Background: an optimization exercise with open tools, aiming at small area, a short achievable clock period and few clock cycles per item. Do not read the settings as production practice. In this exercise RTL edits were held to simulation tests only and were not proved equivalent to the original. Power and IR drop assume default switching activity.

==> module md5_round_datapath, before the edit <==
module md5_round_datapath(
    input  logic         clk,
    input  logic         busy_i,
    input  logic         last_i,
    input  logic [3:0]   fn_i,
    input  logic [3:0]   qsel_i,      
    input  logic [3:0]   rsel_i,
    input  logic [3:0]   qseln_i,     
    input  logic [3:0]   rseln_i,
    input  logic [15:0]  ssel_i,
    input  logic [31:0]  k1_i,      
    input  logic [7:0]   kh_i,
    input  logic [7:0]   kl_i,
    input  logic [31:0]  msg0_i,    
    input  logic [31:0]  word_i,    
    output logic [127:0] digest_o
);
    logic [31:0] b, c, d, p, x0, x1, nx0, nx1;
    logic [31:0] f, rp, rf, k0, k1;
    logic [31:0] e0s, e0c, e1s, e1c, u0, v0, u1, v1, z0, z1, new_b;
    logic [31:0] e0m, e1m, v0m, v1m;
    logic [31:0] pg;    
    logic        cw;    
    function automatic logic [31:0] rotate(input logic [31:0] x,
                                           input logic [3:0] q,
                                           input logic [3:0] r);
        logic [31:0] y;
        y = ({32{q[0]}} & {x[27:0], x[31:28]})
          | ({32{q[1]}} & {x[22:0], x[31:23]})
          | ({32{q[2]}} & {x[17:0], x[31:18]})
          | ({32{q[3]}} & {x[11:0], x[31:12]});
        rotate = ({32{r[0]}} & y)
               | ({32{r[1]}} & {y[30:0], y[31]})
               | ({32{r[2]}} & {y[29:0], y[31:30]})
               | ({32{r[3]}} & {y[28:0], y[31:29]});
    endfunction
    function automatic logic [63:0] prefix(input logic [31:0] g, input logic [31:0] t);
        logic [31:0] gg, tt, gn, tn;
        gg = g;
        tt = t;
        for (int sp = 1; sp < 32; sp = sp * 2) begin
            gn = gg;
            tn = tt;
            for (int i = sp; i < 32; i++) begin
                gn[i] = gg[i] | (tt[i] & gg[i - sp]);
                tn[i] = tt[i] & tt[i - sp];
            end
            gg = gn;
            tt = tn;
        end
        prefix = {tt, gg};
    endfunction
    function automatic logic [31:0] add_ci(input logic [31:0] x, input logic [31:0] y,
                                           input logic ci);
        logic [31:0] h, gg, tt, s;
        h = x ^ y;
        {tt, gg} = prefix(x & y, h);
        s[0] = h[0] ^ ci;
        for (int i = 1; i < 32; i++) s[i] = h[i] ^ (gg[i-1] | (tt[i-1] & ci));
        add_ci = s;
    endfunction
    assign f = (b & x1) | (~b & x0);
    assign nx1 = ({32{fn_i[0]}} & b)
               | ({32{fn_i[1]}} & (b | c))
               | ({32{fn_i[2]}} & ~(b ^ c))
               | ({32{fn_i[3]}} & ~b);
    assign nx0 = ({32{fn_i[0]}} & c)
               | ({32{fn_i[1]}} & (b & ~c))
               | ({32{fn_i[2]}} & (b ^ c))
               | ({32{fn_i[3]}} & ~(b ^ c));
    md5_carries u_car (.x_i(p), .y_i(f), .c_o(pg));
    always_comb begin
        cw = 1'b0;
        for (int i = 0; i < 16; i++) begin
            cw = cw | (ssel_i[i] & pg[31 - md5_pkg::shift_of(4'(i))]);
        end
    end
    assign k0 = {32{last_i}} & md5_pkg::IV_B;
    assign k1 = k1_i;
    assign rp = rotate(p, ~qseln_i, ~rseln_i);
    assign rf = rotate(f, qsel_i, rsel_i);
    assign e0s = b ^ rp ^ k0;
    assign e0m = (b & rp) | (b & k0) | (rp & k0);
    assign e0c = {e0m[30:0], 1'b0};
    assign e1s = b ^ rp ^ k1;
    assign e1m = (b & rp) | (b & k1) | (rp & k1);
    assign e1c = {e1m[30:0], 1'b0};
    assign u0  = e0s ^ e0c ^ rf;
    assign v0m = (e0s & e0c) | (e0s & rf) | (e0c & rf);
    assign v0  = {v0m[30:0], 1'b0};
    assign u1  = e1s ^ e1c ^ rf;
    assign v1m = (e1s & e1c) | (e1s & rf) | (e1c & rf);
    assign v1  = {v1m[30:0], 1'b0};
    md5_add_ci u_add0 (.x_i(u0), .y_i(v0), .ci_i(cw), .s_o(z0));
    md5_add_ci u_add1 (.x_i(u1), .y_i(v1), .ci_i(cw), .s_o(z1));
    assign new_b = pg[31] ? z1 : z0;
    always_ff @(posedge clk) begin
        if (!busy_i) begin
            b <= md5_pkg::IV_B;
            c <= md5_pkg::IV_C;
            d <= md5_pkg::IV_D;
            p <= msg0_i;
            x0 <= md5_pkg::C0F;
            x1 <= md5_pkg::C0F;
        end else begin
            x0 <= nx0;
            x1 <= nx1;
            b <= new_b;
            c <= last_i ? b + md5_pkg::IV_C : b;
            d <= last_i ? c + md5_pkg::IV_D : c;
            p <= d + word_i + md5_pkg::k_next(kh_i, kl_i);
        end
    end
    assign digest_o = {d, c, b, p};
endmodule
==> module md5_add_ci, before the edit <==
module md5_add_ci(
    input  logic [31:0] x_i,
    input  logic [31:0] y_i,
    input  logic        ci_i,
    output logic [31:0] s_o
);
    logic [31:0] h, gg, tt, gn, tn;
    always_comb begin
        h  = x_i ^ y_i;
        gg = x_i & y_i;
        tt = h;
        for (int sp = 1; sp < 32; sp = sp * 2) begin
            gn = gg;
            tn = tt;
            for (int i = sp; i < 32; i++) begin
                gn[i] = gg[i] | (tt[i] & gg[i - sp]);
                tn[i] = tt[i] & tt[i - sp];
            end
            gg = gn;
            tt = tn;
        end
        s_o[0] = h[0] ^ ci_i;
        for (int i = 1; i < 32; i++) s_o[i] = h[i] ^ (gg[i-1] | (tt[i-1] & ci_i));
    end
endmodule
export LEC_CHECK = 0
export CAP_MARGIN = 20
export CORE_MARGIN = 2
export CORE_UTILIZATION = 40
export CTS_BUF_LIST = sky130_fd_sc_hd__clkbuf_4 sky130_fd_sc_hd__clkbuf_8
export SLEW_MARGIN = 20
export SYNTH_HIERARCHICAL = 1
export SYNTH_MINIMUM_KEEP_SIZE = 0
create_clock -name core_clock -period 11.0 [get_ports {clk}]
standard.sh (not shown) runs the stock make flow with config.mk's settings and CLKGATE_MAP_FILE= SYNTH_SCRIPT=/design/flow/synth_recipe.tcl, a recipe that flattens the netlist after the stock synthesis.
==> flow/flow/run.sh <==
#!/bin/bash
# Standard ORFS layout, with plain buf_1 cells as port buffers and a
# tighter setup-repair target; every tool's output is kept in the ORFS logs
# and in standard.log.
set -euo pipefail
export BUFFER_PORTS_ARGS="-buffer_cell sky130_fd_sc_hd__buf_1"
export SETUP_SLACK_MARGIN=7
bash standard.sh > standard.log 2>&1
Testbench counts at the start, summed over its fixed seeds: cycles 12,488, items 192.
Edit:
--- a/flow/design.v
+++ b/flow/design.v
@@ -275,11 +275,11 @@
     output logic [127:0] digest_o
 );
     logic [31:0] b, c, d, p, x0, x1, nx0, nx1;
     logic [31:0] f, rp, rf, k0, k1;
     logic [31:0] e0s, e0c, e1s, e1c, u0, v0, u1, v1, z0, z1, new_b;
-    logic [31:0] e0m, e1m, v0m, v1m;
+    logic [31:0] e0m, e1m, v0m, v1m, h0, g0, t0, h1, g1, t1;
     logic [31:0] pg;    
     logic        cw;    
     function automatic logic [31:0] rotate(input logic [31:0] x,
                                            input logic [3:0] q,
                                            input logic [3:0] r);
@@ -348,12 +348,14 @@
     assign v0m = (e0s & e0c) | (e0s & rf) | (e0c & rf);
     assign v0  = {v0m[30:0], 1'b0};
     assign u1  = e1s ^ e1c ^ rf;
     assign v1m = (e1s & e1c) | (e1s & rf) | (e1c & rf);
     assign v1  = {v1m[30:0], 1'b0};
-    md5_add_ci u_add0 (.x_i(u0), .y_i(v0), .ci_i(cw), .s_o(z0));
-    md5_add_ci u_add1 (.x_i(u1), .y_i(v1), .ci_i(cw), .s_o(z1));
+    md5_prefix u_pre0 (.x_i(u0), .y_i(v0), .h_o(h0), .g_o(g0), .t_o(t0));
+    md5_prefix u_pre1 (.x_i(u1), .y_i(v1), .h_o(h1), .g_o(g1), .t_o(t1));
+    assign z0 = h0 ^ {g0[30:0] | (t0[30:0] & {31{cw}}), cw};
+    assign z1 = h1 ^ {g1[30:0] | (t1[30:0] & {31{cw}}), cw};
     assign new_b = pg[31] ? z1 : z0;
     always_ff @(posedge clk) begin
         if (!busy_i) begin
             b <= md5_pkg::IV_B;
             c <= md5_pkg::IV_C;
@@ -370,33 +372,34 @@
             p <= d + word_i + md5_pkg::k_next(kh_i, kl_i);
         end
     end
     assign digest_o = {d, c, b, p};
 endmodule
-module md5_add_ci(
+module md5_prefix(
     input  logic [31:0] x_i,
     input  logic [31:0] y_i,
-    input  logic        ci_i,
-    output logic [31:0] s_o
+    output logic [31:0] h_o,
+    output logic [31:0] g_o,
+    output logic [31:0] t_o
 );
-    logic [31:0] h, gg, tt, gn, tn;
+    logic [31:0] gg, tt, gn, tn;
     always_comb begin
-        h  = x_i ^ y_i;
-        gg = x_i & y_i;
-        tt = h;
+        h_o = x_i ^ y_i;
+        gg  = x_i & y_i;
+        tt  = h_o;
         for (int sp = 1; sp < 32; sp = sp * 2) begin
             gn = gg;
             tn = tt;
             for (int i = sp; i < 32; i++) begin
                 gn[i] = gg[i] | (tt[i] & gg[i - sp]);
                 tn[i] = tt[i] & tt[i - sp];
             end
             gg = gn;
             tt = tn;
         end
-        s_o[0] = h[0] ^ ci_i;
-        for (int i = 1; i < 32; i++) s_o[i] = h[i] ^ (gg[i-1] | (tt[i-1] & ci_i));
+        g_o = gg;
+        t_o = tt;
     end
 endmodule
 module md5_carries(
     input  logic [31:0] x_i,
     input  logic [31:0] y_i,
The changed run finished clean.
Hold slack stays flat.
Count of clock-buffer cells in the layout goes down by 11.
Clock power stays flat.
Setup slack improves by 0.064 ns.
Global-route usage goes up by 0.92 points.
Cell area came out higher by 5.3%.
Total power rose by 14%.
Testbench counts after the change, summed over its fixed seeds: cycles 12,488, items 192.

-- static timing again, ports no longer ideal --
In the flow no input, the clock included, has a driving cell. The finished layouts below were timed again as built, in two steps. Step 1, drivers: a clkbuf_16 drives clk and a buf_2 each remaining input, both assumed. Step 2 adds t to the input delays and takes it off the output delays; t is the mean of the earliest and latest rising clock arrival at the registers after step 1. Input paths then give back, and output paths get back, about the clock's delay inside the block. a / b / c = ideal / step 1 / step 2; a / b = the first two.
run	t, ns	setup slack, ns	worst register clock-pin slew, ns	worst slew at a driven data input, ns
the first run	0.906	6.155 / 6.155 / 6.155	0.07 / 0.07	0.14
the second run	0.931	6.218 / 6.218 / 6.218	0.07 / 0.07	0.18
After both steps setup and hold are still met in every run listed.
